Source: an optimization exercise on an open RTL-to-GDS flow (aim: small area). Production flows keep margins and buffers that such runs may drop. Function was checked by simulation only, so behaviour that the tests miss may differ from the original. No activity file was given, so power comes from the tool's default toggle rates.

## flow/run.sh

```bash
#!/bin/bash
# synth_recipe.tcl (not shown) runs the flow's synth.tcl, then flattens the netlist and writes it again
# the make line also repeats each setting of config.mk as NAME=value (left out here)
make -C /OpenROAD-flow-scripts/flow DESIGN_CONFIG=/design/flow/config.mk WORK_HOME=/design/flow/orfs CLKGATE_MAP_FILE= SYNTH_SCRIPT=/design/flow/synth_recipe.tcl finish
```

## flow/config.mk

```make
export PLATFORM = sky130hd
export DESIGN_NAME = grf_dual_write
export DESIGN_NICKNAME = grf_dual_write
export VERILOG_FILES = /design/flow/design.v
export SDC_FILE = /design/flow/constraint.sdc
export NUM_CORES = 4
export LEC_CHECK = 0
export CAP_MARGIN = 20
export CORE_MARGIN = 2
export CORE_UTILIZATION = 40
export SLEW_MARGIN = 20
```

## flow/constraint.sdc

```tcl
create_clock -name core_clock -period 8.0 [get_ports {clk}]
set_input_delay 1.6000 -clock core_clock [delete_from_list [all_inputs] [get_ports {clk}]]
set_output_delay 1.6000 -clock core_clock [all_outputs]
set_load 0.01 [all_outputs]
```

## flow/design.v

```verilog
module grf_dual_write #(
    parameter int unsigned DATA_W   = 32,
    parameter int unsigned ADDR_W   = 5,
    parameter int unsigned NUM_READ = 2,
    parameter bit          BYPASS   = 1'b1
) (
    input  logic                         clk,
    input  logic                         RESET,
    input  logic                         we0,
    input  logic [ADDR_W-1:0]            wa0,
    input  logic [DATA_W-1:0]            wd0,
    input  logic [31:0]                  wpc0,
    input  logic                         we1,
    input  logic [ADDR_W-1:0]            wa1,
    input  logic [DATA_W-1:0]            wd1,
    input  logic [31:0]                  wpc1,
    input  logic [NUM_READ*ADDR_W-1:0]   ra,
    output logic [NUM_READ*DATA_W-1:0]   rd,
    input  logic                         set_en,
    input  logic [ADDR_W-1:0]            set_addr,
    output logic [(1<<ADDR_W)-1:0]       busy,
    output logic [1:0]                   trc_valid,
    output logic [31:0]                  trc_pc0,
    output logic [31:0]                  trc_pc1,
    output logic [ADDR_W-1:0]            trc_addr0,
    output logic [ADDR_W-1:0]            trc_addr1,
    output logic [DATA_W-1:0]            trc_data0,
    output logic [DATA_W-1:0]            trc_data1
);
    localparam int unsigned DEPTH = 1 << ADDR_W;
    logic [DATA_W-1:0] regs_q [DEPTH];
    logic [DEPTH-1:0]  busy_q, busy_d;
    logic [1:0]        trc_valid_q;
    logic [31:0]       trc_pc0_q, trc_pc1_q;
    logic [ADDR_W-1:0] trc_addr0_q, trc_addr1_q;
    logic [DATA_W-1:0] trc_data0_q, trc_data1_q;
    logic              eff0, eff1;
    assign eff1 = we1 && (wa1 != '0);
    assign eff0 = we0 && (wa0 != '0) && !(we1 && (wa0 == wa1));
    always_ff @(posedge clk) begin
        if (RESET) begin
            for (int i = 0; i < DEPTH; i++) begin
                regs_q[i] <= '0;
            end
        end else begin
            if (eff0) regs_q[wa0] <= wd0;
            if (eff1) regs_q[wa1] <= wd1;
        end
    end
    for (genvar k = 0; k < NUM_READ; k++) begin : g_read
        logic [ADDR_W-1:0] addr;
        logic [DATA_W-1:0] val;
        assign addr = ra[k*ADDR_W +: ADDR_W];
        always_comb begin
            val = regs_q[addr];
            if (addr == '0) begin
                val = '0;
            end else if (BYPASS) begin
                if (eff1 && (wa1 == addr)) begin
                    val = wd1;
                end else if (eff0 && (wa0 == addr)) begin
                    val = wd0;
                end
            end
        end
        assign rd[k*DATA_W +: DATA_W] = val;
    end
    always_comb begin
        busy_d = '0;
        for (int n = 1; n < DEPTH; n++) begin
            busy_d[n] = busy_q[n];
            if (set_en && (set_addr == ADDR_W'(n))) begin
                busy_d[n] = 1'b1;
            end else if ((eff0 && (wa0 == ADDR_W'(n))) || (eff1 && (wa1 == ADDR_W'(n)))) begin
                busy_d[n] = 1'b0;
            end
        end
    end
    always_ff @(posedge clk) begin
        if (RESET) begin
            busy_q      <= '0;
            trc_valid_q <= 2'b00;
            trc_pc0_q   <= '0;
            trc_pc1_q   <= '0;
            trc_addr0_q <= '0;
            trc_addr1_q <= '0;
            trc_data0_q <= '0;
            trc_data1_q <= '0;
        end else begin
            busy_q      <= busy_d;
            trc_valid_q <= {eff1, eff0};
            if (eff0) begin
                trc_pc0_q   <= wpc0;
                trc_addr0_q <= wa0;
                trc_data0_q <= wd0;
            end
            if (eff1) begin
                trc_pc1_q   <= wpc1;
                trc_addr1_q <= wa1;
                trc_data1_q <= wd1;
            end
        end
    end
    assign busy      = busy_q;
    assign trc_valid = trc_valid_q;
    assign trc_pc0   = trc_pc0_q;
    assign trc_pc1   = trc_pc1_q;
    assign trc_addr0 = trc_addr0_q;
    assign trc_addr1 = trc_addr1_q;
    assign trc_data0 = trc_data0_q;
    assign trc_data1 = trc_data1_q;
endmodule
```

==> metrics.yaml <==
place:
  place_congestion: 0.999
  dpl.hpwl_um: 183000
  port_buffers: 392
worst_setup_path:
  crit_family: "buffers and inverters"
  rrSetupSlack_ns: 7.28
  slowest_stage: "clkdlybuf4s50_1"
  r2r_cells: 2
  worstReg2RegEnd: "trc_addr0_q[4]"
  path_buf_inv: 3
  cpMostUsedCell: "clkdlybuf4s50_1"
  required_ns: 6.40
  cp-end-kind: "output port"
  cp_cell_sequence: "clkdlybuf4s50_1 > xnor2_1 > nand4_1 > o211a_4 > a21o_1 > buf_4 > o21ai_0 > clkdlybuf4s50_1"
  timing.rr.start: "trc_addr0_q[4]"
  crit_type: "primary input to output port"
  cp_slowest_stage_delay_ns: 0.73
  cp.arrival_ns: 5.87
  critPathMaxFanout: 42
  critPathLaunchType: "primary input"
timing:
  rsz0062_at_grt: "no"
  finalHoldViolCount: 0
  fmax_ghz: 0.134
  period_minus_slack_ns: 7.47
  worst_pin_slew_ns: 1.14
  period_share: 0.934
  setup_viol_count_final: 0
  slew_headroom: 0.240
  slew_violations: 0
  fin_tns_setup_ns: 0
  skew_ns: 0
logic_synthesis:
  yosysUniqueCellTypes: 65
  synth-main-ff-cell: "edfxtp_1"
  ys_seq_elements: 1195
  async_flop_share: 0
  avgSynthCellArea_um2: 11.4
  synth_edf_count: 1024
  yosys_warnings: 1
  ys_seq_area_frac: 0.511
  synth_area_mm2: 0.0668
  syn_inst: 5851
cells_and_area:
  fill_cells: 14900
  syn2layout_area_growth_pct: 16.6
  utilization: 0.468
  final_cell_mix: "1024 x edfxtp_1, 649 x nand2_1, 641 x a22o_1, 430 x mux2i_1, 375 x clkdlybuf4s50_1"
  register_area_mm2: 0.0342
  layout-drive-gt1-share: 0.174
  nNetsFinal: 6101
  multi_input_area_mm2: 0.0301
  final_common_cell: "edfxtp_1"
flow_run:
  drv_cap: 0
detailed_routing:
  totalWireLength_um: 291000
  viasPerCell: 6.89
  route.detailed.drc: 0
  vias: 56900
  drtPass1Iterations: 6
  wl_per_cell_um: 35.2
  drt-initial-drc-count: 8543
  ant_nets: 0
die:
  initial_utilization: 0.401
  ios: 394
  die_area_mm2: 0.170
  core_mm2: 0.166
  die_height_um: 413
  row_count: 150
  fp.dieW_um: 413
clock_tree:
  h-tree-depth: 4
  cts_tree: "yes"
  cts_setup_buffers: 0
  clk_path_buf_depth: 3
  post_cts_resized: 0
  postCtsHoldBufs: 0
  root_buffer: "clkbuf_16"
  cts_made_buffers: 144
  cts.clk_slew.worst_paths_ns: 0.05
  cts.sinks: 1195
  insertion_delay_ns: 0.80
power_and_ir_drop:
  power_density_mw_per_mm2: 207
  irDropWorstVdd_uv: 252
  p_sw_mw: 4.51
  combPwrFrac: 0.153
  seqPwrFrac: 0.455
  swShare: 0.280
  p_leak_nw: 26.6
  p_int_mw: 11.6
  p_clk_frac: 0.393
min_path:
  hold_depth: 2
  min_path_type: "flip-flop to flip-flop"
  min_from: "trc_data0_q[7]"
  holdPathEnd: "trc_data0_q[7]"
global_route:
  grt_max_degree: 101
  grt_overflow: 0
  grt_pass1_vias: 54700
  track_usage: 0.329
  grt_pass1_wl_um: 403000
  antenna_found_initial: 11
outcome:
  status: "complete, no violations"
-- power by group through the flow --
stage	Combinational, mW	Sequential (mW)	Clock, mW
after detailed placement	2.39	7.46	0
final	2.47	7.34	6.34
after global routing	2.53	7.37	6.63
after CTS	2.40	7.33	6.39
after floorplan	1.28	7.42	0
after global placement	2.38	7.44	0
-- worst max path at each step --
stage | depth (start not counted) | endpoint | startpoint
2_1_floorplan | 5 | regs_q[25][0] | wa1[2]
3_3_place_gp | 10 | rd[21] | ra[0]
3_5_place_dp | 10 | rd[21] | ra[0]
4_1_cts | 10 | rd[21] | ra[0]
5_1_grt | 10 | rd[21] | ra[0]
6_report | 8 | rd[1] | wa0[1]
-- logic make-up after synthesis --
kind of cell | Yosys count | share of synthesized area
flip-flops | 1195 | 0.511
XOR/XNOR | 25 | 0.00328
other | 1 | 0.0000561
buffers and inverters | 797 | 0.0484
multiplexers | 856 | 0.158
AO/OA/AOI/OAI | 1828 | 0.200
AND/OR/NAND/NOR | 1149 | 0.0795
-- stage by stage --
stage	area (µm²)	power, mW	hold WS (ns)	worst slack, ns	std cells
6_report	77900	16.1	0.452	0.532	8262
5_1_grt	77900	16.5	0.471	0.434	8261
4_1_cts	77900	16.1	0.453	0.763	8257
3_5_place_dp	73500	9.85	0.446	0.776	8000
3_3_place_gp	73400	9.82	0.441	0.796	7999
2_1_floorplan	67000	8.71	0.481	2.70	5883
-- metal layers --
layer	GRT usage	wire [µm]	up-vias
met5	0	12	-
met4	0.196	19700	2
met3	0.0843	36800	850
met2	0.495	127000	4517
met1	0.427	107000	28500
li1	-	-	23000
-- worst reg2reg max path, cell delays in order (launching register included) --
cell     delay, ns
dfxtp_1       0.34
a32oi_1       0.17
nor2_1        0.06
-- cell usage after synthesis (all sizes together) (2+ instances only) --
| cell type | n | area share |
|---|---|---|
| nand3 | 112 | 0.0084 |
| nand2b | 52 | 0.0049 |
| and3b | 2 | 0.00026 |
| nor2b | 53 | 0.0050 |
| nand2 | 660 | 0.037 |
| mux2i | 430 | 0.064 |
| a22oi | 157 | 0.018 |
| a211o | 6 | 0.00079 |
| nand4 | 3 | 0.00028 |
| a22o | 641 | 0.084 |
| nor3b | 4 | 0.00067 |
| dfxtp | 171 | 0.051 |
| a32oi | 65 | 0.0085 |
| a2111oi | 44 | 0.0063 |
| edfxtp | 1024 | 0.46 |
| xnor2 | 19 | 0.0025 |
| and4 | 34 | 0.0045 |
| a211oi | 43 | 0.0048 |
| o211ai | 7 | 0.00086 |
| o22ai | 169 | 0.016 |
| and3 | 6 | 0.00056 |
| and2 | 4 | 0.00041 |
| a21oi | 206 | 0.015 |
| nand4bb | 2 | 0.00034 |
| nor4 | 49 | 0.0051 |
| mux2 | 298 | 0.050 |
| xor2 | 6 | 0.00079 |
| nor2 | 59 | 0.0033 |
| clkbuf | 487 | 0.027 |
| a221o | 2 | 0.00030 |
| a31o | 2 | 0.00026 |
| nor3 | 92 | 0.0070 |
| inv | 28 | 0.0016 |
| or3 | 6 | 0.00056 |
| buf | 282 | 0.019 |
| a31oi | 6 | 0.00056 |
| a311o | 6 | 0.00090 |
| mux4 | 128 | 0.043 |
| a32o | 98 | 0.015 |
| o21ai | 369 | 0.028 |
| or2 | 8 | 0.00075 |
-- layout make-up --
type | count | area share
flip-flops and latches | 1195 | 0.439
multi-input cells | 3891 | 0.387
repair buffers | 683 | 0.0809
clock buffers | 187 | 0.0497
well taps | 2204 | 0.0354
clock inverters | 70 | 0.00727
inverters | 28 | 0.00135
diodes | 4 | 0.000128
-- state kept, by name, summed over array words and instances (netlist names) --
| register | cells |
|---|---|
| trc_addr0_q | 5 |
| regs_q | 1024 |
| trc_data0_q | 32 |
| trc_valid_q | 2 |
| busy_q | 31 |
| trc_addr1_q | 5 |
| trc_pc1_q | 32 |
| trc_pc0_q | 32 |
| trc_data1_q | 32 |

==> separate check: timing with driven ports <==
In the flow no input, the clock included, has a driving cell. The finished layout below was timed again as built, in two steps.
Step 1 assumes that a clkbuf_16 drives the clock port and a buf_2 every other input.
Step 2 also shifts input and output timing later by t, the mid clock arrival at the registers, as if the neighbouring blocks saw the same clock.
a / b / c = no drivers / after step 1 / after step 2; a / b = the first two.
shift t [ns]: 0.867
slack for setup (ns): 0.532 / 0.476 / 0.476
worst hold slack (ns): 0.452 / 0.452 / 0.452
worst data-port slew with drivers (ns): 0.13
cell pins on the clock port's net: 1
After both steps this run still meets setup and hold. For this run, drivers alone change the setup slack by -0.056 ns; drivers and shift together by -0.056 ns.
